From an optimization exercise on the open Yosys and OpenROAD flow, aimed at small area, a short achievable clock period and few clock cycles per item; shortcuts taken in it are not production practice. In this exercise RTL edits were held to simulation tests only and were not proved equivalent to the original. Power and IR drop assume default switching activity.

the previous run:
Design double_ended_queue_unit, start of the top module:
module double_ended_queue_unit #(
  parameter int DEPTH = deq_pkg::DEQ_DEPTH,
  parameter int CNT_W = $clog2(DEPTH + 1)
) (
  input  logic                              clk,
  input  logic                              rst_n,
  input  logic                              in_valid,
  output logic                              in_ready,
  input  logic [1:0]                        in_func,
  input  logic signed [deq_pkg::WORD_W-1:0] in_value,
  output logic                              out_valid,
  input  logic                              out_ready,
  output logic signed [deq_pkg::WORD_W-1:0] out_popped,
  output logic [1:0]                        out_status,
  output logic [CNT_W-1:0]                  out_occupancy
);
Settings: LEC_CHECK=0, CAP_MARGIN=20, CORE_MARGIN=2, CORE_UTILIZATION=65, CTS_CLUSTER_DIAMETER=60, CTS_CLUSTER_SIZE=25, PLACE_DENSITY=0.75, SETUP_SLACK_MARGIN=2.85, SLEW_MARGIN=20; clock period 5.0 ns.
standard.sh (not shown) runs the stock make flow with config.mk's settings and CLKGATE_MAP_FILE= SYNTH_SCRIPT=/design/flow/synth_recipe.tcl, a recipe that flattens the netlist after the stock synthesis.
==> flow/flow/run.sh <==
#!/bin/bash
set -euo pipefail
export BUFFER_PORTS_ARGS="-buffer_cell sky130_fd_sc_hd__buf_2"
export CTS_ARGS="-sink_clustering_enable -repair_clock_nets -sink_clustering_size 25 -sink_clustering_max_diameter 60 -dont_use_dummy_load"
bash standard.sh > standard.log 2>&1
Per the final summary, the previous run finished and its layout is clean on timing, DRC and antenna.
Testbench counts of the previous run, summed over its fixed seeds: cycles 24,016, items 24,000.
Edits applied to the flow inputs when going from the previous run to the current run:
# the previous run
export LEC_CHECK = 0
export CAP_MARGIN = 20
export CORE_MARGIN = 2
export CORE_UTILIZATION = 65
export CTS_CLUSTER_DIAMETER = 60
export CTS_CLUSTER_SIZE = 25
export PLACE_DENSITY = 0.75
export SETUP_SLACK_MARGIN = 2.85
export SLEW_MARGIN = 20
create_clock -name core_clock -period 5.0 [get_ports {clk}]
# the current run
export LEC_CHECK = 0
export CAP_MARGIN = 20
export CORE_MARGIN = 2
export CORE_UTILIZATION = 55
export CTS_CLUSTER_DIAMETER = 70
export CTS_CLUSTER_SIZE = 32
export PLACE_DENSITY = 0.65
export SETUP_SLACK_MARGIN = 3.0
export SLEW_MARGIN = 20
create_clock -name core_clock -period 5.0 [get_ports {clk}]
==> flow/flow/run.sh <==
#!/bin/bash
set -euo pipefail
export BUFFER_PORTS_ARGS="-buffer_cell sky130_fd_sc_hd__buf_2"
export CTS_ARGS="-sink_clustering_enable -repair_clock_nets -sink_clustering_size 32 -sink_clustering_max_diameter 70 -dont_use_dummy_load"
bash standard.sh > standard.log 2>&1
Notes after the runs:
- Re share of synthesized area spent on multiplexers: no difference whatsoever between the previous run and the current run.
- Sort the current run and the previous run by count of H-tree levels built during CTS, descending, and the previous run comes first.
- The arrival time at the worst endpoint of the current run exceeds that of the previous run by 80 ps.
- The current run ended with less fraction of power consumed by the clock network than the previous run.
- Looking at total internal power, the current run sits below the previous run.
- Clock-buffer cell count went down by more than 10% going from the previous run to the current run.
- Compared with the previous run, in the current run post-CTS clock slew at the launch and capture registers of the worst setup and hold paths has remained practically unchanged; finished layout cell area has increased; wire length reported by the detailed router has decreased; number of global-route vias before repair has decreased.
- Non-clock buffer count on the current run is up relative to the previous run.

* * *

double_ended_queue_unit, a different RTL version from the one above (not shown whole).
Size in the first run: ~1,300 cells after synthesis, roughly 650 flip-flops, roughly 79 I/O pins.
==> flow/design.v (excerpt) <==
module double_ended_queue_unit #(
  parameter int DEPTH = deq_pkg::DEQ_DEPTH,
  parameter int CNT_W = $clog2(DEPTH + 1)
) (
  input  logic                              clk,
  input  logic                              rst_n,
  input  logic                              in_valid,
  output logic                              in_ready,
  input  logic [1:0]                        in_func,
  input  logic signed [deq_pkg::WORD_W-1:0] in_value,
  output logic                              out_valid,
  input  logic                              out_ready,
  output logic signed [deq_pkg::WORD_W-1:0] out_popped,
  output logic [1:0]                        out_status,
  output logic [CNT_W-1:0]                  out_occupancy
);
export LEC_CHECK = 0
export CAP_MARGIN = 20
export CORE_MARGIN = 2
export CORE_UTILIZATION = 65
export CTS_CLUSTER_DIAMETER = 60
export CTS_CLUSTER_SIZE = 25
export PLACE_DENSITY = 0.75
export SETUP_SLACK_MARGIN = 3.3
export SLEW_MARGIN = 20
create_clock -name core_clock -period 5.0 [get_ports {clk}]
==> flow/flow/run.sh <==
#!/bin/bash
set -euo pipefail
export BUFFER_PORTS_ARGS="-buffer_cell sky130_fd_sc_hd__buf_2"
export CTS_ARGS="-sink_clustering_enable -repair_clock_nets -sink_clustering_size 25 -sink_clustering_max_diameter 60 -dont_use_dummy_load"
bash standard.sh > standard.log 2>&1
The first run completed with no timing, DRC or antenna violations.
Testbench counts at the start, summed over its fixed seeds: cycles 24,016, items 24,000.
Edit:
==> flow/flow/run.sh (replaced) <==
#!/bin/bash
# The standard layout (standard.sh, all ORFS steps), except that the port
# buffers are buf_2 cells instead of the cell buffer_ports picks by itself.
# make's output goes to standard.log; each ORFS step logs under orfs/logs/.
set -euo pipefail
export BUFFER_PORTS_ARGS="-buffer_cell sky130_fd_sc_hd__buf_2"
bash standard.sh > standard.log 2>&1
- SETUP_SLACK_MARGIN: 3.3 -> 3.0
Effect:
- worst hold slack loses 7.9 ps
- first-iteration DRC count shrinks by 35%
- wire length shrinks by about 30%
- cell area shrinks by about 10%
- cell count shrinks by about 6%
- critical path depth does not change

* * *

== the baseline ==
double_ended_queue_unit again, from the RTL that the note above started with.
// double_ended_queue_unit
module double_ended_queue_unit #(
  parameter int DEPTH = deq_pkg::DEQ_DEPTH,
  parameter int CNT_W = $clog2(DEPTH + 1)
) (
  input  logic                              clk,
  input  logic                              rst_n,
  input  logic                              in_valid,
  output logic                              in_ready,
  input  logic [1:0]                        in_func,
  input  logic signed [deq_pkg::WORD_W-1:0] in_value,
  output logic                              out_valid,
  input  logic                              out_ready,
  output logic signed [deq_pkg::WORD_W-1:0] out_popped,
  output logic [1:0]                        out_status,
  output logic [CNT_W-1:0]                  out_occupancy
);
Settings: LEC_CHECK=0, CAP_MARGIN=20, CORE_MARGIN=2, CORE_UTILIZATION=40, CTS_CLUSTER_DIAMETER=60, CTS_CLUSTER_SIZE=25, SETUP_SLACK_MARGIN=3.0, SLEW_MARGIN=20; clock period 5.0 ns.
==> flow/flow/run.sh <==
#!/bin/bash
# The standard layout (standard.sh, all ORFS steps), except that the port
# buffers are buf_2 cells instead of the cell buffer_ports picks by itself.
# make's output goes to standard.log; each ORFS step logs under orfs/logs/.
set -euo pipefail
export BUFFER_PORTS_ARGS="-buffer_cell sky130_fd_sc_hd__buf_2"
bash standard.sh > standard.log 2>&1
The baseline completed every stage of the flow, and the final layout passed the timing, DRC and antenna checks.
Testbench counts of the baseline, summed over its fixed seeds: cycles 24,016, items 24,000.
Changes in the candidate relative to the baseline:
Settings: an added PLACE_DENSITY of 0.75; a change of CORE_UTILIZATION from 40 to 65.
==> flow/flow/run.sh <==
#!/bin/bash
set -euo pipefail
export BUFFER_PORTS_ARGS="-buffer_cell sky130_fd_sc_hd__buf_2"
export CTS_ARGS="-sink_clustering_enable -repair_clock_nets -sink_clustering_size 25 -sink_clustering_max_diameter 60 -dont_use_dummy_load"
bash standard.sh > standard.log 2>&1
[summary]
Looking at launching instance or port of the critical path, the popped_r[11] result is from the candidate; the status_r[0] one comes from the baseline.
The candidate -> the baseline: final-layout setup total negative slack delta 0, exact match
Between the baseline and the candidate, the number of CTS-inserted buffers is lower for the candidate.
The higher maximum achievable frequency came out of the candidate.
The candidate vs the baseline: cell area down in the candidate
Diff the baseline -> the candidate: fraction of the cycle the final worst path needs moved down, final standard cell utilization of the core moved up.
Higher time the final worst path needs with I/O delays and setup was reported by the baseline, not the candidate.
The count of clock buffers in the final design in the candidate sits 7 below the value recorded for the baseline.
In the candidate the slack of the worst reg-to-reg path turned out 0.05 ns higher than in the baseline.
The candidate vs the baseline, area growth from synthesis to final layout went down by 2.5 points.

## separate check: timing with driven ports
The results above use ideal ports. As a check the final layouts listed here were re-extracted and re-timed, cells and wires unchanged. Step 1, drivers: a clkbuf_16 drives clk and a buf_2 each remaining input, both assumed. Step 2 moves the port delays by t, midway between the first and last clock arrival at a register: inputs arrive t later, outputs are due t later. That takes back most of the time a late clock gives input paths. a / b / c = ideal / step 1 / step 2; a / b = the first two.
run	t (ns)	setup slack, ns	slew at the worst register clock pin (ns)	worst data-port slew with drivers (ns)
the previous run	0.587	2.861 / 2.812 / 2.483	0.09 / 0.09	0.03
the current run	0.657	2.784 / 2.729 / 2.424	0.11 / 0.11	0.03
the first run of note 2	0.603	2.857 / 2.801 / 2.517	0.11 / 0.11	0.07
the second run of note 2	0.619	2.878 / 2.824 / 2.462	0.10 / 0.10	0.04
the baseline	0.635	2.855 / 2.794 / 2.491	0.09 / 0.09	0.04
the candidate	0.601	2.888 / 2.837 / 2.527	0.09 / 0.09	0.03
After both steps every run listed still meets setup and hold. For the second run of note 2, which loses most, drivers alone change the setup slack by -0.054 ns; drivers and shift together by -0.416 ns.
